Background: an optimization exercise with open tools, aiming at small area, a short achievable clock period and few clock cycles per item. Do not read the settings as production practice. Where RTL was checked, it was by simulation tests only, not by an equivalence proof against the original. Only the layout flow was run in runs 1 to 5; the RTL was not checked for function there.

==> flow/design.v (outline; a module is shown in full before it is edited, if it fits) <==
// module booth_tree: 2483 lines
// module mult_arbiter: 102 lines
module mult_arbiter #(
    parameter bit RR_EN = 1'b1
) (
    input  logic               clk,
    input  logic               rst,
    input  logic               req0_valid,
    input  logic signed [31:0] req0_a,
    input  logic signed [31:0] req0_b,
    output logic               req0_ready,
    input  logic               req1_valid,
    input  logic signed [31:0] req1_a,
    input  logic signed [31:0] req1_b,
    output logic               req1_ready,
    output logic               res_valid,
    input  logic               res_ready,
    output logic signed [63:0] res_data,
    output logic               res_id,
    output logic               busy
);
  // ...
==> flow/flow/run.sh <==
#!/bin/bash
# Standard ORFS layout with three changes:
#  - synthesis skips Yosys's internal "abc -fast" pre-mapping (synth -noabc),
#    so extract_fa maps the RTL's full adders without inverter pairs;
#  - the final abc mapping uses flow/abc_map.script (abc "map" instead of "&nf");
#  - port buffers use the smallest buffer cell (buf_1).
# Flattening, renaming and register mapping are synth_recipe.tcl unchanged.
set -euo pipefail
HERE=$(pwd)
{
  sed -n '1s/-noshare {\*}/-noshare -noabc {*}/p' synth_recipe.tcl
  cat <<EOT
proc abc {args} {
  set i [lsearch -exact \$args -script]
  if {\$i >= 0} { set args [lreplace \$args [expr {\$i+1}] [expr {\$i+1}] $HERE/flow/abc_map.script] }
  yosys abc {*}\$args
}
EOT
  sed '1d' synth_recipe.tcl
} > flow_synth.tcl
grep -q -- '-noabc' flow_synth.tcl
sed "s#SYNTH_SCRIPT=[^ ]*#SYNTH_SCRIPT=$HERE/flow_synth.tcl#" standard.sh > flow_standard.sh
grep -q "SYNTH_SCRIPT=$HERE/flow_synth.tcl" flow_standard.sh
export BUFFER_PORTS_ARGS="-buffer_cell sky130_fd_sc_hd__buf_1"
bash flow_standard.sh finish > flow_make.log 2>&1
==> flow/flow/abc_map.script <==
strash
dch
map -B 0.9
topo
stime -c
buffer -c
upsize -c
dnsize -c
==> flow/standard.sh <==
#!/bin/bash
# synth_recipe.tcl (not shown) runs the flow's synth.tcl, then flattens the netlist and writes it again
# the make line also repeats each setting of config.mk as NAME=value (left out here)
make -C /OpenROAD-flow-scripts/flow DESIGN_CONFIG=/design/flow/config.mk WORK_HOME=/design/flow/orfs CLKGATE_MAP_FILE= SYNTH_SCRIPT=/design/flow/synth_recipe.tcl "${@:-finish}"
==> flow/config.mk <==
export PLATFORM = sky130hd
export DESIGN_NAME = mult_arbiter
export DESIGN_NICKNAME = mult_arbiter
export VERILOG_FILES = /design/flow/design.v
export SDC_FILE = /design/flow/constraint.sdc
export NUM_CORES = 4
export LEC_CHECK = 0
export CAP_MARGIN = 20
export CORE_MARGIN = 2
export CORE_UTILIZATION = 40
export SETUP_SLACK_MARGIN = 4.5
export SLEW_MARGIN = 20
==> flow/constraint.sdc <==
create_clock -name core_clock -period 10.0 [get_ports {clk}]
set_input_delay 2.0000 -clock core_clock [delete_from_list [all_inputs] [get_ports {clk}]]
set_output_delay 2.0000 -clock core_clock [all_outputs]
set_load 0.01 [all_outputs]
==> impl_metrics.json, run 1 <==
{
  "critPathBufInv": 4,
  "drv_slew": 0,
  "use_met1_pct": 35.8,
  "multi_input_cells": 2651,
  "synth_flop_cell": "edfxtp_1",
  "io_pins": 202,
  "sh_seq_area_pct": 18.2,
  "placedCellCount": 4670,
  "grt_use_met2_pct": 41.6,
  "grt_pass1_wl_um": 167000,
  "stdcell_count": 4719,
  "die_x_um": 287,
  "tritoncts": "yes",
  "io_buffers": 201,
  "yosysMostFrequentCell": "nand2_1",
  "placed_cell_area_sq_um": 33700,
  "ctsResizeCount": 0,
  "final_common_cell": "nand2_1",
  "n_tap_cell": 1050,
  "multi_input_area_sq_um": 23000,
  "avgSynthCellArea_sq_um": 8.93,
  "status": "complete, no violations",
  "routed_wl_um": 112000,
  "rows": 103,
  "yosys.area.top_type": "fa_1",
  "cp_max_fo": 26,
  "drtIter0Drc": 2700,
  "grt_max_degree": 84,
  "min_period_over_period_pct": 51.4
}
==> run 2: changes to the inputs <==
--- a/flow/config.mk
+++ b/flow/config.mk
@@ -7,6 +7,6 @@
 export LEC_CHECK = 0
 export CAP_MARGIN = 20
 export CORE_MARGIN = 2
-export CORE_UTILIZATION = 40
-export SETUP_SLACK_MARGIN = 4.5
+export CORE_UTILIZATION = 50
+export SETUP_SLACK_MARGIN = 5
 export SLEW_MARGIN = 20
==> run 2 against run 1 <==
  * Still clean
  * Synthesized cell count stayed put
  * Setup slack gained 0.22 ns
  * Via count grew 3.5%
  * Register-to-register slack about the same
  * Critical path type is now reg2reg
  * Largest cell class unchanged
==> impl_metrics.json, run 2 <==
{
  "min_path_cells": 0,
  "detail-route-antenna-nets": 0,
  "clkSinkCount": 211,
  "routed_wl_um": 114000,
  "first_pass_iters": 6,
  "mappedNetlistArea_sq_um": 32000,
  "final_nets": 4335,
  "die-area_sq_um": 66100,
  "end_kind": "flop",
  "r2r-start": "r_neg[0]",
  "setup-violations-final": 0,
  "crit_type": "reg2reg",
  "reg2reg_to": "r_res_s1[32]",
  "placed_cell_area_sq_um": 33500,
  "hp-start": "r_id1",
  "synth.area.top_cells": "fa_1 (27%), edfxtp_1 (19%), xor2_1 (15%), o22ai_1 (9.7%), nand2_1 (7.3%)",
  "synth-edff-count": 207,
  "period_needed_ns": 4.93,
  "path_clk_slew_ns": 0.07,
  "avgSynthCellArea_sq_um": 8.93,
  "crit_family": "adder cells",
  "coreArea_sq_um": 63200,
  "layout_common_cells": "nand2_1 (626), xor2_1 (557), o22ai_1 (496)",
  "cts_max_level": 1,
  "rows": 92,
  "synthTopCellsByCount": "nand2_1 (627), xor2_1 (557), o22ai_1 (496)",
  "yosys.area.top_type_share_pct": 26.7,
  "crit_chain": "buf_4, inv_1, xor2_1, fa_1, fa_1, fa_1, fa_1, fa_1, fa_1",
  "cpPeakStageDelay_ns": 0.57,
  "yosys.area.top_type": "fa_1",
  "tightest_slew_ns": 1.01,
  "gp_congestion": 0.977,
  "ctsHoldBuffers": 0,
  "ys_seq_elements": 211,
  "drv_slew": 0,
  "synth_warnings": 1,
  "drtIter0Drc": 3078,
  "top_regs": "r_res_s0 x63, r_res_s1 x62, r_a x32",
  "synth_flop_cell": "edfxtp_1",
  "cts-buffers-inserted": 24,
  "arrival_ns": 5.23,
  "start_util_pct": 50.7,
  "drive_above_1_share_pct": 7.28,
  "tritoncts": "yes",
  "pre_cts_slack_ns": 4.75,
  "cp_max_fo": 33,
  "finalClockSkew_ns": 0.0267,
  "max_clock_freq_ghz": 0.203,
  "globalRouteOverflowTotal": 0,
  "critPathBufInv": 2,
  "setup_ws_ns": 5.07,
  "yosysMostFrequentCell": "nand2_1",
  "grt_max_degree": 84,
  "vias": 27500,
  "hold_class": "reg2reg",
  "min_period_over_period_pct": 49.3,
  "rsz0062_at_grt": "true",
  "wl_per_cell_um": 25.2,
  "hold_viol": 0,
  "ys_seq_area_share_pct": 19.7,
  "vias_per_cell": 6.10,
  "grt_pass1_wl_um": 171000,
  "relSlewSlack_pct": 32.8,
  "synthToLayoutAreaGrowth_pct": 7.42,
  "clock_latency_ns": 0.58,
  "grt.total_usage_pct": 34.0,
  "cp-start-kind": "flop",
  "async_flop_share_pct": 1.90,
  "hpwl_um": 78200,
  "finalSetupTns_ns": 0,
  "syn-num-nets": 4273,
  "clock_tree.root_cell": "clkbuf_16",
  "status": "complete, no violations",
  "fp.dieH_um": 257,
  "io_buffers": 201,
  "whs_ns": 0.428,
  "largest_reg_flops": 63,
  "top_register": "r_res_s0",
  "antenna_found_initial": 3,
  "die_x_um": 257,
  "rr_worst_depth": 9,
  "drc_errors": 0,
  "yosysUniqueCellTypes": 36,
  "synth_cells": 3587,
  "drv_cap": 0,
  "final_common_cell": "nand2_1",
  "design_area_sq_um": 34400,
  "cp_slowest_cell": "fa_1",
  "io_pins": 202,
  "cpMostUsedCell": "fa_1",
  "clockBufferDepth": 3,
  "hold_end": "r_res_id",
  "grt_pass1_vias": 28200,
  "ff2ff_setup_slack_ns": 5.07,
  "worstPathRequired_ns": 10.30
}
==> run 2: logic make-up after synthesis <==
kind of cell / synth area share, %
and+or+nand+nor: 11.6
adders and majority gates: 31.6
xor gates and xnor gates: 15.3
AOI/OAI and AO/OA: 11.4
DFF: 19.7
buffers and inverters: 8.72
muxes: 1.68
==> run 2: area by class of cell <==
| type | count | area [sq um] |
|---|---|---|
| sequential | 211 | 6320 |
| timing repair buffer | 286 | 1400 |
| fill | 5876 | 28800 |
| inverter | 474 | 1790 |
| clock buffer | 31 | 648 |
| tap | 846 | 1060 |
| antenna | 1 | 2.50 |
| clock inverter | 13 | 181 |
| multi-input combinational | 2652 | 23000 |
==> run 2: how the worst max path moves through the flow <==
stage,startpoint,end,slack [ns],depth (start not counted)
floorplan,res_ready,req1_ready,4.81,6
global placement,res_ready,req1_ready,4.74,8
detailed placement,res_ready,req1_ready,4.75,8
CTS,r_a[31],r_res_s1[31],5.03,10
global route,r_res_s1[51],res_data[56],5.00,12
finish,r_neg[0],r_res_s1[32],5.07,9
==> run 2: what timing repair did <==
item,in CTS,in global routing
gates cloned,1,0
resized for setup,0,17
setup endpoints to repair,2,18
buffers inserted,2,2
pin swaps,0,0
hold endpoints to repair,0,0
==> run 2: stage by stage <==
step / cells / util, %
6_report: 4514 / 54.5
5_1_grt: 4513 / 54.5
4_1_cts: 4511 / 54.3
3_5_place_dp: 4464 / 53.0
3_3_place_gp: 4464 / 53.0
2_1_floorplan: 3587 / -
==> run 2: routing by layer <==
layer	track usage, %	part of all wire (%)
met5	0	0.011
met4	15.2	5.0
met3	9.82	12
met2	52.9	44
met1	44.2	39
==> run 3: changes to the inputs <==
==> flow/flow/run.sh (replaced) <==
#!/bin/bash
# Standard ORFS layout (the standard.sh) with these changes:
#  - synthesis skips Yosys's internal "abc -fast" pre-mapping (synth -noabc),
#    so extract_fa maps the RTL's full adders without inverter pairs;
#  - the final abc mapping uses flow/abc.script (abc "map" instead of "&nf");
#  - port buffers use the smallest buffer cell (buf_1);
set -euo pipefail
HERE=$(pwd)
{
  sed -n '1s/-noshare {\*}/-noshare -noabc {*}/p' synth_recipe.tcl
  cat <<EOT
proc abc {args} {
  set i [lsearch -exact \$args -script]
  if {\$i >= 0} { set args [lreplace \$args [expr {\$i+1}] [expr {\$i+1}] $HERE/flow/abc.script] }
  yosys abc {*}\$args
}
EOT
  sed '1d' synth_recipe.tcl
} > flow_synth.tcl
grep -q -- '-noabc' flow_synth.tcl
sed "s#SYNTH_SCRIPT=[^ ]*#SYNTH_SCRIPT=$HERE/flow_synth.tcl#" standard.sh > flow_standard.sh
grep -q "SYNTH_SCRIPT=$HERE/flow_synth.tcl" flow_standard.sh
export BUFFER_PORTS_ARGS="-buffer_cell sky130_fd_sc_hd__buf_1"
EXTRA=()
if [[ -f flow/make_args.txt ]]; then
  while read -r l; do [[ -n "$l" ]] && EXTRA+=("$l"); done < flow/make_args.txt
fi
bash flow_standard.sh "${EXTRA[@]}" finish > flow_make.log 2>&1
==> flow/flow/abc.script (new file) <==
strash
dch
map -B 0.9
topo
stime -c
buffer -c
upsize -c
dnsize -c
==> flow/flow/make_args.txt (new file) <==
SETUP_SLACK_MARGIN=5.3
--- a/flow/config.mk
+++ b/flow/config.mk
@@ -7,6 +7,6 @@
 export LEC_CHECK = 0
 export CAP_MARGIN = 20
 export CORE_MARGIN = 2
-export CORE_UTILIZATION = 50
+export CORE_UTILIZATION = 60
 export SETUP_SLACK_MARGIN = 5
 export SLEW_MARGIN = 20
removed: flow/flow/abc_map.script
==> run 3 against run 2 <==
  * Via count increased by 4.3%
  * Clock skew increased by 0.0023 ns
  * Non-clock buffer count increased by 25
  * Clock-buffer cell count decreased by 3
  * Highest routed layer is now met4
  * Synthesized cell count unchanged
  * Synthesized area unchanged
  * Still clean on timing, DRC and antenna
  * Utilization increased by 13 points
==> impl_metrics.json, run 3 <==
{
  "grt.total_usage_pct": 41.0,
  "first_pass_iters": 7,
  "clock_latency_ns": 0.58,
  "drive_above_1_share_pct": 12.1,
  "synth_flop_cell": "edfxtp_1",
  "synth_cells": 3587,
  "cts_max_level": 1,
  "critPathBufInv": 4,
  "clkSinkCount": 211,
  "crit_chain": "buf_6, clkinvlp_4, nand3_4, nand2_4, nor2_2, nand3_2, inv_2, buf_6",
  "ys_seq_area_share_pct": 19.7,
  "min_path_cells": 0,
  "design_area_sq_um": 35500,
  "coreArea_sq_um": 52700,
  "rr_worst_depth": 8,
  "clock_tree.root_cell": "clkbuf_16",
  "async_flop_share_pct": 1.90,
  "yosys.area.top_type_share_pct": 26.7,
  "antenna_cells": 0,
  "cp_slowest_cell": "nor2_2",
  "grt_max_degree": 83,
  "io_pins": 202,
  "ys_seq_elements": 211,
  "tightest_slew_ns": 1.14,
  "period_needed_ns": 4.70,
  "crit_family": "simple AND/OR/NAND/NOR gates",
  "cp_max_fo": 2,
  "min_period_over_period_pct": 47.0,
  "hp-start": "r_id1",
  "synth-edff-count": 207,
  "worstPathRequired_ns": 8.00,
  "drv_slew": 0,
  "synthToLayoutAreaGrowth_pct": 10.7,
  "mappedNetlistArea_sq_um": 32000,
  "placed_cell_area_sq_um": 33300,
  "grt_pass1_wl_um": 173000,
  "placedCellCount": 4305,
  "hold_class": "reg2reg",
  "drc_errors": 0,
  "stdcell_count": 4384,
  "fp.dieH_um": 235,
  "start_util_pct": 60.9,
  "avgSynthCellArea_sq_um": 8.93,
  "top_register": "r_res_s0",
  "drv_cap": 0,
  "hold_end": "r_res_id",
  "globalRouteOverflowTotal": 0,
  "reg2reg_to": "r_res_s1[28]",
  "yosysUniqueCellTypes": 36,
  "finalSetupTns_ns": 0,
  "final_common_cell": "nand2_1",
  "tritoncts": "yes",
  "finalClockSkew_ns": 0.0290,
  "max_clock_freq_ghz": 0.213,
  "drtIter0Drc": 3493,
  "crit_start": "res_ready",
  "clockBufferDepth": 3,
  "vias": 28700,
  "io_buffers": 201,
  "wl_per_cell_um": 26.2,
  "ff2ff_setup_slack_ns": 5.31,
  "gp_congestion": 1.00,
  "vias_per_cell": 6.55,
  "top_regs": "r_res_s0 x63, r_res_s1 x62, r_a x32",
  "crit_type": "in2out",
  "yosysMostFrequentCell": "nand2_1",
  "path_clk_slew_ns": 0.06,
  "layout_common_cells": "nand2_1 (594), xor2_1 (555), o22ai_1 (496)",
  "hold_viol": 0,
  "die_x_um": 235,
  "die-area_sq_um": 55300,
  "whs_ns": 0.419,
  "cpMostUsedCell": "buf_6",
  "routed_wl_um": 115000,
  "synthTopCellsByCount": "nand2_1 (627), xor2_1 (557), o22ai_1 (496)",
  "cp-start-kind": "input pin",
  "setup-violations-final": 0,
  "cts-buffers-inserted": 25,
  "rsz0062_at_grt": "true",
  "hpwl_um": 77400,
  "syn-num-nets": 4273,
  "antenna_found_initial": 1,
  "yosys.area.top_type": "fa_1",
  "largest_reg_flops": 63,
  "end_kind": "output port",
  "synth.area.top_cells": "fa_1 (27%), edfxtp_1 (19%), xor2_1 (15%), o22ai_1 (9.7%), nand2_1 (7.3%)",
  "synth_warnings": 1,
  "rows": 84,
  "detail-route-antenna-nets": 0,
  "cpPeakStageDelay_ns": 0.11,
  "r2r-start": "r_neg[14]",
  "status": "complete, no violations",
  "final_nets": 4364,
  "relSlewSlack_pct": 23.3,
  "arrival_ns": 2.70,
  "grt_pass1_vias": 29100,
  "ctsHoldBuffers": 0
}
[run 3: cell counts after synthesis]
No cell type changed its count.
[run 3: how the worst max path moves through the flow]
stage / to / slack (ns) / cells past startpoint
after floorplan: req1_ready / 4.81 / 6
after global placement: r_res_s1[34] / 4.93 / 9
after detailed placement: r_res_s1[36] / 5.01 / 10
after CTS: res_data[53] / 5.29 / 12
after global routing: res_data[54] / 5.22 / 12
final: req1_ready / 5.30 / 8
[run 3: per-layer routing]
layer  GRT usage [%]  vias up  wire [um]
met5               0        -          0
met4            23.7        0       7810
met3            11.7      631      14800
met2            63.7     2386      51300
met1            51.5    13800      40800
li1                -    11900          -
[run 3: stage by stage]
stage                     utilization [%]  setup slack [ns]
after floorplan                         -              4.81
after global placement               63.2              4.93
after detailed placement             63.2              5.01
after CTS                            65.8              5.29
after global routing                 67.3              5.22
final                                67.3              5.30
[run 3: repair_timing]
action | in CTS | in global routing
setup endpoints to repair | 55 | 67
gates resized for setup | 81 | 172
pin swaps | 3 | 31
buffers inserted | 13 | 17
cloned | 3 | 1
[run 3: cell type report]
| cell class | count | area [sq um] |
|---|---|---|
| Clock inverter | 17 | 189 |
| Tap cell | 688 | 861 |
| Multi-Input combinational cell | 2651 | 23900 |
| Clock buffer | 28 | 637 |
| Inverter | 474 | 1820 |
| Timing Repair Buffer | 311 | 1700 |
| Sequential cell | 211 | 6320 |
| Fill cell | 4320 | 17200 |
| Timing Repair inverter | 4 | 22.5 |
[run 3: worst reg2reg max path, cell delays in order (launching register included)]
cell and delay (ns):
edfxtp_1 0.32, buf_4 0.50, clkinv_1 0.49, xor2_1 0.59, fa_1 0.56, fa_1 0.52
fa_1 0.48, fa_1 0.51, fa_1 0.48
[run 3: logic make-up after synthesis]
kind of cell / Yosys count / share of synthesized area, %
AO/OA/AOI/OAI: 605 / 11.4
XOR/XNOR: 559 / 15.3
flip-flops: 211 / 19.7
adder cells (fa/ha/maj): 553 / 31.6
buffers and inverters: 725 / 8.72
AND/OR/NAND/NOR: 886 / 11.6
multiplexers: 48 / 1.68
==> run 4: changes to the inputs <==
==> flow/flow/make_args.txt (replaced) <==
SETUP_SLACK_MARGIN=5.5
--- a/flow/config.mk
+++ b/flow/config.mk
@@ -7,6 +7,6 @@
 export LEC_CHECK = 0
 export CAP_MARGIN = 20
 export CORE_MARGIN = 2
-export CORE_UTILIZATION = 60
+export CORE_UTILIZATION = 50
 export SETUP_SLACK_MARGIN = 5
 export SLEW_MARGIN = 20
==> run 4 against run 3 <==
  * Critical endpoint unchanged
  * Routed wire length is 5.5% higher
  * First-iteration DRC count decreased by 4.2%
  * Largest cell class unchanged
  * Critical path type unchanged
  * Highest routed layer unchanged
  * Clock-buffer cell count decreased by 3
  * Setup slack got worse by 0.016 ns
  * Clock skew is 0.013 ns lower
==> impl_metrics.json, run 4 <==
{
  "finalSetupTns_ns": 0,
  "clkSinkCount": 211,
  "pre_cts_slack_ns": 4.77,
  "synth-edff-count": 207,
  "grt.total_usage_pct": 34.9,
  "vias_per_cell": 6.21,
  "drv_cap": 0,
  "synthTopCellsByCount": "nand2_1 (627), xor2_1 (557), o22ai_1 (496)",
  "yosys.area.top_type_share_pct": 26.7,
  "clock_tree.root_cell": "clkbuf_16",
  "coreArea_sq_um": 63200,
  "synthToLayoutAreaGrowth_pct": 21.6,
  "worstPathRequired_ns": 8.00,
  "antenna_cells": 0,
  "synth_cells": 3587,
  "multi_input_area_sq_um": 25700,
  "routed_wl_um": 121000,
  "drc_errors": 0,
  "syn-num-nets": 4273,
  "final_util_pct": 61.7,
  "setup-violations-final": 0,
  "top_register": "r_res_s0",
  "min_period_over_period_pct": 47.1,
  "top_regs": "r_res_s0 x63, r_res_s1 x62, r_a x32",
  "hold_viol": 0,
  "avgSynthCellArea_sq_um": 8.93,
  "hpwl_um": 79400,
  "vias": 28800,
  "detail-route-antenna-nets": 0,
  "rows": 92,
  "final_nets": 4456,
  "setup_ws_ns": 5.29,
  "largest_reg_flops": 63,
  "drv_slew": 0,
  "ctsHoldBuffers": 0,
  "ys_seq_area_share_pct": 19.7,
  "grt_pass1_wl_um": 176000,
  "gp_congestion": 0.974,
  "ff_latch_area_sq_um": 6320,
  "max_clock_freq_ghz": 0.212,
  "yosysMostFrequentCell": "nand2_1",
  "antenna_found_initial": 1,
  "cts_max_level": 1,
  "path_clk_slew_ns": 0.06,
  "cp-start-kind": "input pin",
  "start_util_pct": 50.7,
  "clockBufferDepth": 3,
  "placedCellCount": 4467,
  "synth_warnings": 1,
  "n_fill_cell": 5351,
  "yosysUniqueCellTypes": 36,
  "synth_flop_cell": "edfxtp_1",
  "final_common_cell": "xor2_1",
  "clock_latency_ns": 0.56,
  "cp_max_fo": 2,
  "hold_class": "reg2reg",
  "die-area_sq_um": 66100,
  "status": "complete, no violations",
  "rsz0062_at_grt": "true",
  "grt_max_degree": 81,
  "finalClockSkew_ns": 0.0157,
  "arrival_ns": 2.71,
  "async_flop_share_pct": 1.90,
  "tritoncts": "yes",
  "drtIter0Drc": 3348,
  "mappedNetlistArea_sq_um": 32000,
  "ys_seq_elements": 211,
  "die_x_um": 257,
  "drive_above_1_share_pct": 23.7,
  "io_buffers": 201,
  "end_kind": "output port",
  "globalRouteOverflowTotal": 0,
  "fp.dieH_um": 257,
  "period_needed_ns": 4.71,
  "stdcell_count": 4634,
  "relSlewSlack_pct": 43.3,
  "yosys.area.top_type": "fa_1",
  "first_pass_iters": 8,
  "layout_common_cells": "xor2_1 (545), o22ai_1 (492), fa_1 (426)",
  "crit_type": "in2out",
  "io_pins": 202,
  "wl_per_cell_um": 26.1,
  "grt_pass1_vias": 29100,
  "tightest_slew_ns": 0.841,
  "cts-buffers-inserted": 25,
  "synth.area.top_cells": "fa_1 (27%), edfxtp_1 (19%), xor2_1 (15%), o22ai_1 (9.7%), nand2_1 (7.3%)"
}
==> run 4: cell counts after synthesis <==
Identical to the previous run, type by type.
==> run 4: through the flow <==
step	hold slack (ns)	cell area (sq um)
after floorplan	0.400	32100
after CTS	0.422	36300
after global placement	0.407	33500
after global routing	0.429	39000
after detailed placement	0.406	33500
final	0.424	39000
==> run 4: layer usage <==
layer / global-route usage, % / share of wire (%) / wire length (um)
met4: 16.9 / 6.4 / 7690
met5: 0 / 0 / 0
met3: 9.79 / 12 / 14900
met1: 44.6 / 37 / 45100
met2: 54.7 / 44 / 53300
==> run 4: path summary, 6_finish.rpt <==
path | from | end | slack (ns) | cells past startpoint
setup / recovery | res_ready | req1_ready | 5.29 | 8
hold / removal | r_id1 | r_res_id | 0.42 | 0
setup reg to reg | r_neg[5] | r_res_s1[42] | 5.55 | 9
hold reg to reg | r_id1 | r_res_id | 0.42 | 0
max in group asynchronous | rst | r_last_grant | 8.50 | 2
min in group asynchronous | rst | r_v1 | 1.29 | 2
==> run 4: repair_timing <==
item | 4_1_cts | 5_1_grt
resized for setup | 383 | 531
hold endpoints to repair | 0 | 0
buffers inserted | 37 | 69
gates cloned | 2 | 13
pin swaps | 91 | 233
endpoints found under the setup margin | 86 | 82
==> run 4: cell families after synthesis <==
| group | synth area share, % |
|---|---|
| AND/OR/NAND/NOR | 11.6 |
| buffers and inverters | 8.72 |
| multiplexers | 1.68 |
| AO/OA/AOI/OAI | 11.4 |
| flip-flops | 19.7 |
| adder cells (fa/ha/maj) | 31.6 |
| XOR/XNOR | 15.3 |
==> run 4: worst max-delay path, stage by stage <==
cell        delay (ns)
buf_8             0.07
clkinvlp_4        0.08
nand3_4           0.10
nand2_4           0.08
nor2_4            0.09
nand3_2           0.08
inv_2             0.11
buf_6             0.10
==> run 4: layout make-up <==
type / count / area share (%)
sequential: 211 / 16.2
clock buffer: 25 / 1.61
inverter: 474 / 4.71
tap: 846 / 2.72
multi-input combinational: 2652 / 65.9
timing repair buffer: 406 / 8.40
clock inverter: 20 / 0.446
==> module mult_arbiter, before the edit <==
module mult_arbiter #(
    parameter bit RR_EN = 1'b1
) (
    input  logic               clk,
    input  logic               rst,
    input  logic               req0_valid,
    input  logic signed [31:0] req0_a,
    input  logic signed [31:0] req0_b,
    output logic               req0_ready,
    input  logic               req1_valid,
    input  logic signed [31:0] req1_a,
    input  logic signed [31:0] req1_b,
    output logic               req1_ready,
    output logic               res_valid,
    input  logic               res_ready,
    output logic signed [63:0] res_data,
    output logic               res_id,
    output logic               busy
);
    logic               r_last_grant;
    logic               r_ptr;
    logic               r_v1;
    logic               r_id1;
    logic        [31:0] r_a;
    logic        [15:0] r_one;
    logic        [15:0] r_two;
    logic        [15:0] r_neg;
    logic               r_res_valid;
    logic               r_res_id;
    logic        [63:0] r_res_s0;
    logic      [62-1:0] r_res_s1;
    logic               w_turn;
    logic               w_turn_next;
    logic               w_ptr_next;
    logic               w_s1_free;
    logic               w_accept;
    logic               w_load_out;
    logic        [63:0] w_s0;
    logic      [62-1:0] w_s1;
    logic        [63:0] w_s1_x;
    logic        [31:0] w_b;
    logic        [32:0] w_bx;
    logic        [15:0] w_one;
    logic        [15:0] w_two;
    logic        [15:0] w_neg;
    assign w_turn     = RR_EN ? !r_last_grant : 1'b0;
    assign w_load_out = r_v1 && (!r_res_valid || res_ready);
    assign w_s1_free  = !r_v1 || !r_res_valid || res_ready;
    assign req0_ready = !rst && w_s1_free && req0_valid && !r_ptr && (!w_turn || !req1_valid);
    assign req1_ready = !rst && w_s1_free && req1_valid &&  r_ptr && ( w_turn || !req0_valid);
    assign w_accept   = req0_ready || req1_ready;
    assign w_turn_next = (RR_EN && w_accept) ? !r_ptr : w_turn;
    assign w_ptr_next  = w_turn_next ? (req1_valid || !req0_valid) : (req1_valid && !req0_valid);
    assign w_b  = r_ptr ? req1_b : req0_b;
    assign w_bx = {w_b, 1'b0};
    for (genvar j = 0; j < 16; j++) begin : g_enc
        assign w_one[j] = w_bx[2*j+1] ^ w_bx[2*j];
        assign w_two[j] = (w_bx[2*j+2] & ~w_bx[2*j+1] & ~w_bx[2*j]) |
                          (~w_bx[2*j+2] & w_bx[2*j+1] & w_bx[2*j]);
        assign w_neg[j] = w_bx[2*j+2] & ~(w_bx[2*j+1] & w_bx[2*j]);
    end
    booth_tree u_tree (
        .i_a   (r_a),
        .i_one (r_one),
        .i_two (r_two),
        .i_neg (r_neg),
        .o_s0  (w_s0),
        .o_s1  (w_s1)
    );
    always_ff @(posedge clk or posedge rst) begin
        if (rst) begin
            r_last_grant <= 1'b1;
            r_ptr        <= 1'b0;
            r_v1         <= 1'b0;
            r_res_valid  <= 1'b0;
        end else begin
            if (w_accept) r_last_grant <= r_ptr;
            r_ptr       <= w_ptr_next;
            r_v1        <= w_accept || (r_v1 && !w_load_out);
            r_res_valid <= w_load_out || (r_res_valid && !res_ready);
        end
    end
    always_ff @(posedge clk) begin
        if (w_s1_free) begin
            r_a   <= r_ptr ? req1_a : req0_a;
            r_one <= w_one;
            r_two <= w_two;
            r_neg <= w_neg;
            r_id1 <= r_ptr;
        end
        if (w_load_out) begin
            r_res_s0   <= w_s0;
            r_res_s1   <= w_s1;
            r_res_id   <= r_id1;
        end
    end
    assign res_valid = r_res_valid;
    assign w_s1_x    = {1'b0, r_res_s1[61], r_res_s1[60], r_res_s1[59], r_res_s1[58], r_res_s1[57], r_res_s1[56], r_res_s1[55], r_res_s1[54], r_res_s1[53], r_res_s1[52], r_res_s1[51], r_res_s1[50], r_res_s1[49], r_res_s1[48], r_res_s1[47], r_res_s1[46], r_res_s1[45], r_res_s1[44], r_res_s1[43], r_res_s1[42], r_res_s1[41], r_res_s1[40], r_res_s1[39], r_res_s1[38], r_res_s1[37], r_res_s1[36], r_res_s1[35], r_res_s1[34], r_res_s1[33], r_res_s1[32], r_res_s1[31], r_res_s1[30], r_res_s1[29], r_res_s1[28], r_res_s1[27], r_res_s1[26], r_res_s1[25], r_res_s1[24], r_res_s1[23], r_res_s1[22], r_res_s1[21], r_res_s1[20], r_res_s1[19], r_res_s1[18], r_res_s1[17], r_res_s1[16], r_res_s1[15], r_res_s1[14], r_res_s1[13], r_res_s1[12], r_res_s1[11], r_res_s1[10], r_res_s1[9], r_res_s1[8], r_res_s1[7], r_res_s1[6], r_res_s1[5], r_res_s1[4], r_res_s1[3], r_res_s1[2], r_res_s1[1], 1'b0, r_res_s1[0]};
    assign res_data  = r_res_s0 + w_s1_x;
    assign res_id    = r_res_id;
    assign busy      = r_v1 || r_res_valid;
endmodule
==> run 5: changes to the inputs <==
--- a/flow/design.v
+++ b/flow/design.v
@@ -2504,9 +2504,9 @@
     logic               r_ptr;
     logic               r_v1;
     logic               r_id1;
-    logic        [31:0] r_a;
-    logic        [15:0] r_one;
-    logic        [15:0] r_two;
+    logic        [31:0] r_a_n;
+    logic        [15:0] r_one_n;
+    logic        [15:0] r_two_n;
     logic        [15:0] r_neg;
     logic               r_res_valid;
     logic               r_res_id;
@@ -2543,9 +2543,9 @@
         assign w_neg[j] = w_bx[2*j+2] & ~(w_bx[2*j+1] & w_bx[2*j]);
     end
     booth_tree u_tree (
-        .i_a   (r_a),
-        .i_one (r_one),
-        .i_two (r_two),
+        .i_a   (~r_a_n),
+        .i_one (~r_one_n),
+        .i_two (~r_two_n),
         .i_neg (r_neg),
         .o_s0  (w_s0),
         .o_s1  (w_s1)
@@ -2565,9 +2565,9 @@
     end
     always_ff @(posedge clk) begin
         if (w_s1_free) begin
-            r_a   <= r_ptr ? req1_a : req0_a;
-            r_one <= w_one;
-            r_two <= w_two;
+            r_a_n   <= ~(r_ptr ? req1_a : req0_a);
+            r_one_n <= ~w_one;
+            r_two_n <= ~w_two;
             r_neg <= w_neg;
             r_id1 <= r_ptr;
         end
==> flow/flow/make_args.txt (replaced) <==
SETUP_SLACK_MARGIN=5.3
--- a/flow/config.mk
+++ b/flow/config.mk
@@ -7,6 +7,6 @@
 export LEC_CHECK = 0
 export CAP_MARGIN = 20
 export CORE_MARGIN = 2
-export CORE_UTILIZATION = 50
+export CORE_UTILIZATION = 60
 export SETUP_SLACK_MARGIN = 5
 export SLEW_MARGIN = 20
==> run 5 against run 4 <==
  * Hold slack improved by 0.011 ns
  * Clock-buffer cell count did not move
  * Routed wire length down 11%
  * Maximum frequency fell by 0.61%
  * Final cell count decreased by 6.6%
  * Global-route usage grew 3.1 points
  * Synthesized cell count decreased by 0.31%
==> impl_metrics.json, run 5 <==
{
  "use_met1_pct": 49.8,
  "crit_type": "in2out",
  "cp-start-kind": "input pin",
  "detail-route-antenna-nets": 0,
  "globalRouteOverflowTotal": 0,
  "grt_use_met3_pct": 12.0,
  "hold_class": "reg2reg",
  "hold_viol": 0,
  "synth.area.top_cells": "fa_1 (27%), edfxtp_1 (19%), xor2_1 (15%), o22ai_1 (9.7%), nand2_1 (7.2%)",
  "gp_congestion": 0.929,
  "vias_per_cell": 6.42,
  "synth_compound_area_share_pct": 11.7,
  "yosysMostFrequentCell": "nand2_1",
  "yosysUniqueCellTypes": 40,
  "setup-violations-final": 0,
  "hpwl_um": 71900,
  "fp.dieH_um": 235,
  "synth_fa_ha_area_share_pct": 31.7,
  "synthTopCellsByCount": "nand2_1 (612), xor2_1 (559), o22ai_1 (497)",
  "clock_tree.root_cell": "clkbuf_16",
  "min_path_cells": 0,
  "die_x_um": 235,
  "arrival_ns": 2.74,
  "clockBufferDepth": 3,
  "synth-edff-count": 207,
  "worstPathRequired_ns": 8.00,
  "grt_pass1_wl_um": 162000,
  "max_clock_freq_ghz": 0.211,
  "drv_slew": 0,
  "min_period_over_period_pct": 47.4,
  "stdcell_count": 4326,
  "synth_mux_area_share_pct": 1.07,
  "synth_warnings": 1,
  "first_pass_iters": 6,
  "drive_above_1_share_pct": 9.84,
  "drc_errors": 0,
  "rr_worst_depth": 7,
  "rows": 84,
  "yosys.area_share.simple_pct": 12.1,
  "cp_max_fo": 2,
  "synth_cells": 3576,
  "end_kind": "output port",
  "final_util_pct": 66.4,
  "grt_use_met2_pct": 58.0,
  "multi_input_area_sq_um": 23800,
  "io_pins": 202,
  "syn-num-nets": 4262,
  "routed_wl_um": 108000,
  "io_buffers": 201,
  "async_flop_share_pct": 1.90,
  "grt_pass1_vias": 27900,
  "ys_seq_elements": 211,
  "mappedNetlistArea_sq_um": 31900,
  "rsz0062_at_grt": "true",
  "die-area_sq_um": 55100,
  "status": "complete, no violations",
  "vias": 27800,
  "path_clk_slew_ns": 0.06,
  "antenna_cells": 0,
  "yosys.area.top_type_share_pct": 26.8,
  "cp_slowest_cell": "inv_2",
  "layout_common_cells": "nand2_1 (602), xor2_1 (559), o22ai_1 (497)",
  "clkSinkCount": 211,
  "setup_ws_ns": 5.26,
  "top_regs": "r_res_s0 x63, r_res_s1 x62, r_a_n x32",
  "cts_max_level": 1,
  "start_util_pct": 60.8,
  "synth_xor_area_share_pct": 15.3,
  "yosys.area.top_type": "fa_1",
  "whs_ns": 0.434,
  "wl_per_cell_um": 25.0,
  "finalClockSkew_ns": 0.0205,
  "crit_chain": "buf_8, clkinvlp_4, nand3_4, nand2_4, nor2_4, nand3_2, inv_2, buf_6",
  "n_fill_cell": 4383,
  "placedCellCount": 4268,
  "grt.total_usage_pct": 38.0,
  "clock_latency_ns": 0.55,
  "ctsHoldBuffers": 0,
  "largest_reg_flops": 63,
  "drtIter0Drc": 3388,
  "pre_cts_slack_ns": 4.82,
  "gr-max-usage-layer": "met2",
  "cpPeakStageDelay_ns": 0.11,
  "synth_top_family_by_area": "adder cells",
  "tritoncts": "yes",
  "tightest_slew_ns": 0.985,
  "period_needed_ns": 4.74,
  "top_register": "r_res_s0",
  "drv_cap": 0,
  "relSlewSlack_pct": 34.3,
  "avgSynthCellArea_sq_um": 8.93,
  "ys_seq_area_share_pct": 19.8,
  "final_nets": 4306,
  "synth_flop_cell": "edfxtp_1",
  "antenna_found_initial": 1,
  "synthToLayoutAreaGrowth_pct": 9.16,
  "cts-buffers-inserted": 25,
  "ff_latch_area_sq_um": 6320,
  "finalSetupTns_ns": 0,
  "coreArea_sq_um": 52600,
  "grt_max_degree": 78,
  "final_common_cell": "nand2_1"
}
## run 5: cell types whose count changed after synthesis, moves of 15 or more
cell      delta
nand2_1     -15
clkbuf_1    +32
mux2i_1     +33
o21ai_0     -22
nor2_1      +19
mux2_2      -47
inv_1       -61
o21ai_1     +25
## run 5: final timing paths
check	start	endpoint	slack, ns
max	res_ready	req1_ready	5.26
min	r_id1	r_res_id	0.43
max reg2reg	r_neg[11]	r_res_s1[40]	5.41
min reg2reg	r_id1	r_res_id	0.43
max in group asynchronous	rst	r_last_grant	8.48
min in group asynchronous	rst	r_res_valid	1.31
## run 5: through the flow
stage / area (sq um)
2_1_floorplan: 32000
3_3_place_gp: 33100
3_5_place_dp: 33100
4_1_cts: 34100
5_1_grt: 34900
6_report: 34900
## run 5: area by class of cell
| cell class | instances | share of cell area, % |
|---|---|---|
| clock buffers | 25 | 1.79 |
| clock inverters | 20 | 0.639 |
| inverters | 408 | 4.40 |
| multi-input cells | 2677 | 68.2 |
| flip-flops and latches | 211 | 18.1 |
| well taps | 688 | 2.47 |
| repair buffers | 297 | 4.33 |
## run 5: critical path: cells and delay by family
kind	cells	cell delay, ns
buffers and inverters	4	0.37
AND/OR/NAND/NOR	4	0.36
## run 5: per-layer routing
metal | wire (um) | share of wire [%]
met4 | 5160 | 4.8
met5 | 13 | 0.012
met2 | 48100 | 45
met3 | 14300 | 13
met1 | 40500 | 37
## run 5: cell families (layout without fill, tap and decap cells)
group / count (synthesis) / in the layout
DFF: 211 / 211
muxes: 34 / 34
AOI/OAI and AO/OA: 617 / 617
adders and majority gates: 553 / 553
buffers and inverters: 689 / 750
and+or+nand+nor: 913 / 914
xor gates and xnor gates: 559 / 559
## run 5: timing repair
action,in CTS,in global routing
endpoints found under the setup margin,22,45
setup buffers,3,9
gates resized for setup,28,148
pin swaps,0,15
endpoints found under the hold margin,0,0
gates cloned,1,0
==> run 6: changes to the inputs <==
--- a/flow/design.v
+++ b/flow/design.v
@@ -2501,20 +2501,17 @@
     output logic               busy
 );
     logic               r_last_grant;
-    logic               r_ptr;
     logic               r_v1;
     logic               r_id1;
-    logic        [31:0] r_a_n;
-    logic        [15:0] r_one_n;
-    logic        [15:0] r_two_n;
+    logic        [31:0] r_a;
+    logic        [15:0] r_one;
+    logic        [15:0] r_two;
     logic        [15:0] r_neg;
     logic               r_res_valid;
     logic               r_res_id;
     logic        [63:0] r_res_s0;
     logic      [62-1:0] r_res_s1;
-    logic               w_turn;
-    logic               w_turn_next;
-    logic               w_ptr_next;
+    logic               w_pick1;
     logic               w_s1_free;
     logic               w_accept;
     logic               w_load_out;
@@ -2526,15 +2523,13 @@
     logic        [15:0] w_one;
     logic        [15:0] w_two;
     logic        [15:0] w_neg;
-    assign w_turn     = RR_EN ? !r_last_grant : 1'b0;
+    assign w_pick1    = req1_valid && (!req0_valid || (RR_EN && !r_last_grant));
     assign w_load_out = r_v1 && (!r_res_valid || res_ready);
     assign w_s1_free  = !r_v1 || !r_res_valid || res_ready;
-    assign req0_ready = !rst && w_s1_free && req0_valid && !r_ptr && (!w_turn || !req1_valid);
-    assign req1_ready = !rst && w_s1_free && req1_valid &&  r_ptr && ( w_turn || !req0_valid);
+    assign req0_ready = !rst && w_s1_free && req0_valid && !w_pick1;
+    assign req1_ready = !rst && w_s1_free && w_pick1;
     assign w_accept   = req0_ready || req1_ready;
-    assign w_turn_next = (RR_EN && w_accept) ? !r_ptr : w_turn;
-    assign w_ptr_next  = w_turn_next ? (req1_valid || !req0_valid) : (req1_valid && !req0_valid);
-    assign w_b  = r_ptr ? req1_b : req0_b;
+    assign w_b  = w_pick1 ? req1_b : req0_b;
     assign w_bx = {w_b, 1'b0};
     for (genvar j = 0; j < 16; j++) begin : g_enc
         assign w_one[j] = w_bx[2*j+1] ^ w_bx[2*j];
@@ -2543,9 +2538,9 @@
         assign w_neg[j] = w_bx[2*j+2] & ~(w_bx[2*j+1] & w_bx[2*j]);
     end
     booth_tree u_tree (
-        .i_a   (~r_a_n),
-        .i_one (~r_one_n),
-        .i_two (~r_two_n),
+        .i_a   (r_a),
+        .i_one (r_one),
+        .i_two (r_two),
         .i_neg (r_neg),
         .o_s0  (w_s0),
         .o_s1  (w_s1)
@@ -2553,23 +2548,21 @@
     always_ff @(posedge clk or posedge rst) begin
         if (rst) begin
             r_last_grant <= 1'b1;
-            r_ptr        <= 1'b0;
             r_v1         <= 1'b0;
             r_res_valid  <= 1'b0;
         end else begin
-            if (w_accept) r_last_grant <= r_ptr;
-            r_ptr       <= w_ptr_next;
+            if (w_accept) r_last_grant <= w_pick1;
             r_v1        <= w_accept || (r_v1 && !w_load_out);
             r_res_valid <= w_load_out || (r_res_valid && !res_ready);
         end
     end
     always_ff @(posedge clk) begin
-        if (w_s1_free) begin
-            r_a_n   <= ~(r_ptr ? req1_a : req0_a);
-            r_one_n <= ~w_one;
-            r_two_n <= ~w_two;
+        if (w_accept) begin
+            r_a   <= w_pick1 ? req1_a : req0_a;
+            r_one <= w_one;
+            r_two <= w_two;
             r_neg <= w_neg;
-            r_id1 <= r_ptr;
+            r_id1 <= w_pick1;
         end
         if (w_load_out) begin
             r_res_s0   <= w_s0;
==> flow/flow/run.sh (replaced) <==
#!/bin/bash
# Standard ORFS layout with three changes:
#  - synthesis skips Yosys's internal "abc -fast" pre-mapping (synth -noabc),
#    so extract_fa maps the RTL's full adders without inverter pairs;
#  - the final abc mapping uses flow/abc_map.script (abc "map" instead of "&nf");
#  - port buffers use the smallest buffer cell (buf_1).
# Flattening, renaming and register mapping are synth_recipe.tcl unchanged.
set -euo pipefail
HERE=$(pwd)
{
  sed -n '1s/-noshare {\*}/-noshare -noabc {*}/p' synth_recipe.tcl
  cat <<EOT
proc abc {args} {
  set i [lsearch -exact \$args -script]
  if {\$i >= 0} { set args [lreplace \$args [expr {\$i+1}] [expr {\$i+1}] $HERE/flow/abc_map.script] }
  yosys abc {*}\$args
}
EOT
  sed '1d' synth_recipe.tcl
} > flow_synth.tcl
grep -q -- '-noabc' flow_synth.tcl
sed "s#SYNTH_SCRIPT=[^ ]*#SYNTH_SCRIPT=$HERE/flow_synth.tcl#" standard.sh > flow_standard.sh
grep -q "SYNTH_SCRIPT=$HERE/flow_synth.tcl" flow_standard.sh
export BUFFER_PORTS_ARGS="-buffer_cell sky130_fd_sc_hd__buf_1"
bash flow_standard.sh finish > flow_make.log 2>&1
==> flow/flow/abc_map.script (new file) <==
strash
dch
map -B 0.9
topo
stime -c
buffer -c
upsize -c
dnsize -c
--- a/flow/config.mk
+++ b/flow/config.mk
@@ -7,6 +7,6 @@
 export LEC_CHECK = 0
 export CAP_MARGIN = 20
 export CORE_MARGIN = 2
-export CORE_UTILIZATION = 60
-export SETUP_SLACK_MARGIN = 5
+export CORE_UTILIZATION = 40
+export SETUP_SLACK_MARGIN = 3
 export SLEW_MARGIN = 20
removed: flow/flow/abc.script
removed: flow/flow/make_args.txt
==> run 6 against run 5 <==
  * Synthesized area about the same
  * Sequential share of layout area up 0.18 points
  * Largest cell class unchanged
==> impl_metrics.json, run 6 <==
{
  "status": "complete, no violations",
  "ys_seq_elements": 210,
  "rr_worst_depth": 10,
  "globalRouteOverflowTotal": 0,
  "die_x_um": 286,
  "cp-start-kind": "input pin",
  "cts_max_level": 1,
  "grt.total_usage_pct": 27.2,
  "drv_slew": 0,
  "setup_ws_ns": 4.30,
  "final_common_cell": "nand2_1",
  "clock_latency_ns": 0.57,
  "arrival_ns": 3.70,
  "io_pins": 202,
  "ys_seq_area_share_pct": 19.7,
  "antenna_cells": 0,
  "vias_per_cell": 5.67,
  "grt_pass1_vias": 27600,
  "gp_congestion": 0.956,
  "final_util_pct": 43.5,
  "synth_warnings": 1,
  "grt_pass1_wl_um": 169000,
  "ff2ff_setup_slack_ns": 4.81,
  "hold_viol": 0,
  "clock_tree.root_cell": "clkbuf_16",
  "finalClockSkew_ns": 0.0289,
  "hold_class": "reg2reg",
  "rsz0062_at_grt": "false",
  "mappedNetlistArea_sq_um": 31900,
  "end_kind": "output port",
  "period_needed_ns": 5.70,
  "hpwl_um": 77900,
  "die-area_sq_um": 82100,
  "drc_errors": 0,
  "yosys.area.top_type": "fa_1",
  "drive_above_1_share_pct": 5.27,
  "yosysMostFrequentCell": "nand2_1",
  "cp_slowest_cell": "buf_4",
  "cts_setup_buffers": 0,
  "synth.area.top_cells": "fa_1 (27%), edfxtp_1 (19%), xor2_1 (15%), o22ai_1 (9.7%), nand2_1 (8.9%)",
  "hold_end": "r_res_id",
  "grt_max_degree": 127,
  "yosys.area.top_type_share_pct": 26.8,
  "fp.dieH_um": 286,
  "min_path_cells": 0,
  "tightest_slew_ns": 1.04,
  "synthToLayoutAreaGrowth_pct": 7.74,
  "ctsHoldBuffers": 0,
  "layout_common_cells": "nand2_1 (754), xor2_1 (557), o22ai_1 (496)",
  "syn-num-nets": 4349,
  "top_register": "r_res_s0",
  "drtIter0Drc": 2717,
  "tritoncts": "yes",
  "setup-violations-final": 0,
  "max_clock_freq_ghz": 0.175,
  "synth_cells": 3663,
  "antenna_found_initial": 5,
  "synth_flop_cell": "edfxtp_1",
  "vias": 27100,
  "final_nets": 4404,
  "crit_type": "in2out",
  "coreArea_sq_um": 79000,
  "stdcell_count": 4786,
  "detail-route-antenna-nets": 0,
  "worstPathRequired_ns": 8.00,
  "path_clk_slew_ns": 0.06,
  "ctsResizeCount": 0,
  "avgSynthCellArea_sq_um": 8.71,
  "clkSinkCount": 210,
  "synthTopCellsByCount": "nand2_1 (756), xor2_1 (557), o22ai_1 (496)",
  "placedCellCount": 4741,
  "async_flop_share_pct": 1.43,
  "finalSetupTns_ns": 0,
  "cp_max_fo": 66,
  "pre_cts_slack_ns": 4.10,
  "reg2reg_to": "r_res_s0[35]",
  "yosysUniqueCellTypes": 38,
  "start_util_pct": 40.4,
  "drv_cap": 0,
  "crit_chain": "buf_1, nand2_1, nand2_2, buf_4, inv_2, buf_12, nor2_1, buf_1",
  "min_period_over_period_pct": 57.0,
  "cpMostUsedCell": "buf_1",
  "rows": 103,
  "synth-edff-count": 207,
  "r2r-start": "r_a[31]",
  "routed_wl_um": 113000,
  "clockBufferDepth": 3,
  "top_regs": "r_res_s0 x63, r_res_s1 x62, r_a x32",
  "largest_reg_flops": 63,
  "cts-buffers-inserted": 24,
  "wl_per_cell_um": 23.5,
  "hp-start": "r_id1",
  "first_pass_iters": 7,
  "io_buffers": 201,
  "cpPeakStageDelay_ns": 0.55,
  "relSlewSlack_pct": 30.8
}
## run 6: cell types whose count changed after synthesis, sizes merged, moves of 3 or more
cell    before  now
buf         57   64
mux2i       34    1
nand2      643  766
o21ai       47   41
clkinv       0   14
nor2       161  133
nand3       61   67
inv        408  445
clkbuf     224  192
or2         14   17
## run 6: cells by family after synthesis
logic type	after synthesis	synth area share, %
simple gates	1017	12.9
buf+inv	715	8.65
mux	1	0.0314
flops	210	19.7
compound gates	608	11.6
fa+ha+maj	553	31.7
xor+xnor	559	15.3
## run 6: routing by layer
metal / up-vias / track usage (%) / wire (um)
met3: 320 / 9.76 / 15200
met2: 1811 / 40.8 / 48100
met4: 4 / 11.4 / 4830
li1: 12100 / - / -
met5: - / 0 / 19
met1: 13000 / 35.4 / 44400
## run 6: per-stage QoR
stage	hold WS (ns)	area [sq um]
floorplan	0.400	31900
global placement	0.400	33600
detailed placement	0.417	33600
CTS	0.433	34400
global route	0.441	34400
finish	0.433	34400
## run 6: worst max path at each step
stage                from    endpoint
6_report       req0_valid  req0_ready
2_1_floorplan   res_ready    r_res_id
3_5_place_dp   req0_valid  req0_ready
3_3_place_gp   req0_valid  req0_ready
4_1_cts        req0_valid  req0_ready
5_1_grt        req0_valid  req0_ready
## run 6: final cells by class
| type | count | area, sq um |
|---|---|---|
| fillers | 7849 | 44600 |
| multi-input cells | 2738 | 22900 |
| flip-flops and latches | 210 | 6290 |
| inverters | 459 | 1720 |
| repair buffers | 285 | 1410 |
| well taps | 1050 | 1310 |
| clock buffers | 25 | 604 |
| clock inverters | 19 | 159 |
## run 6: critical path, delay by kind of cell
kind / cells / cell delay, ns
buf+inv: 5 / 1.38
simple gates: 3 / 0.24
Testbench counts of run 6, summed over its fixed seeds: cycles 2,064, items 2,048.

==> static timing again, ports no longer ideal <==
The results above use ideal ports. As a check the final layouts listed here were re-extracted and re-timed, cells and wires unchanged.
Step 1, drivers: a clkbuf_16 drives clk and a buf_2 each remaining input, both assumed.
Step 2 times the ports against the registers' clock, not the clock port: input delays grow and output delays shrink by t, the midpoint of the rising clock arrivals with the driver on.
a / b / c = no drivers / after step 1 / after step 2; a / b = the first two.
run | t, ns | setup WS [ns] | hold slack, ns | worst register clock-pin slew, ns | worst data-port slew with drivers (ns)
run 1 | 0.643 | 4.855 / 4.829 / 4.829 | 0.421 / 0.421 / 0.421 | 0.07 / 0.07 | 0.05
run 2 | 0.628 | 5.074 / 5.058 / 5.058 | 0.428 / 0.428 / 0.428 | 0.07 / 0.07 | 0.04
run 3 | 0.623 | 5.305 / 5.267 / 5.267 | 0.419 / 0.419 / 0.419 | 0.07 / 0.07 | 0.04
run 4 | 0.617 | 5.289 / 5.234 / 5.234 | 0.424 / 0.424 / 0.424 | 0.07 / 0.07 | 0.05
run 5 | 0.605 | 5.260 / 5.211 / 5.211 | 0.434 / 0.434 / 0.434 | 0.07 / 0.07 | 0.05
run 6 | 0.619 | 4.296 / 4.266 / 4.266 | 0.433 / 0.433 / 0.433 | 0.08 / 0.08 | 0.05
After both steps setup and hold are still met in every run listed. The setup slack of run 4, which loses most, moves by -0.055 ns with the drivers and by -0.055 ns with both steps.
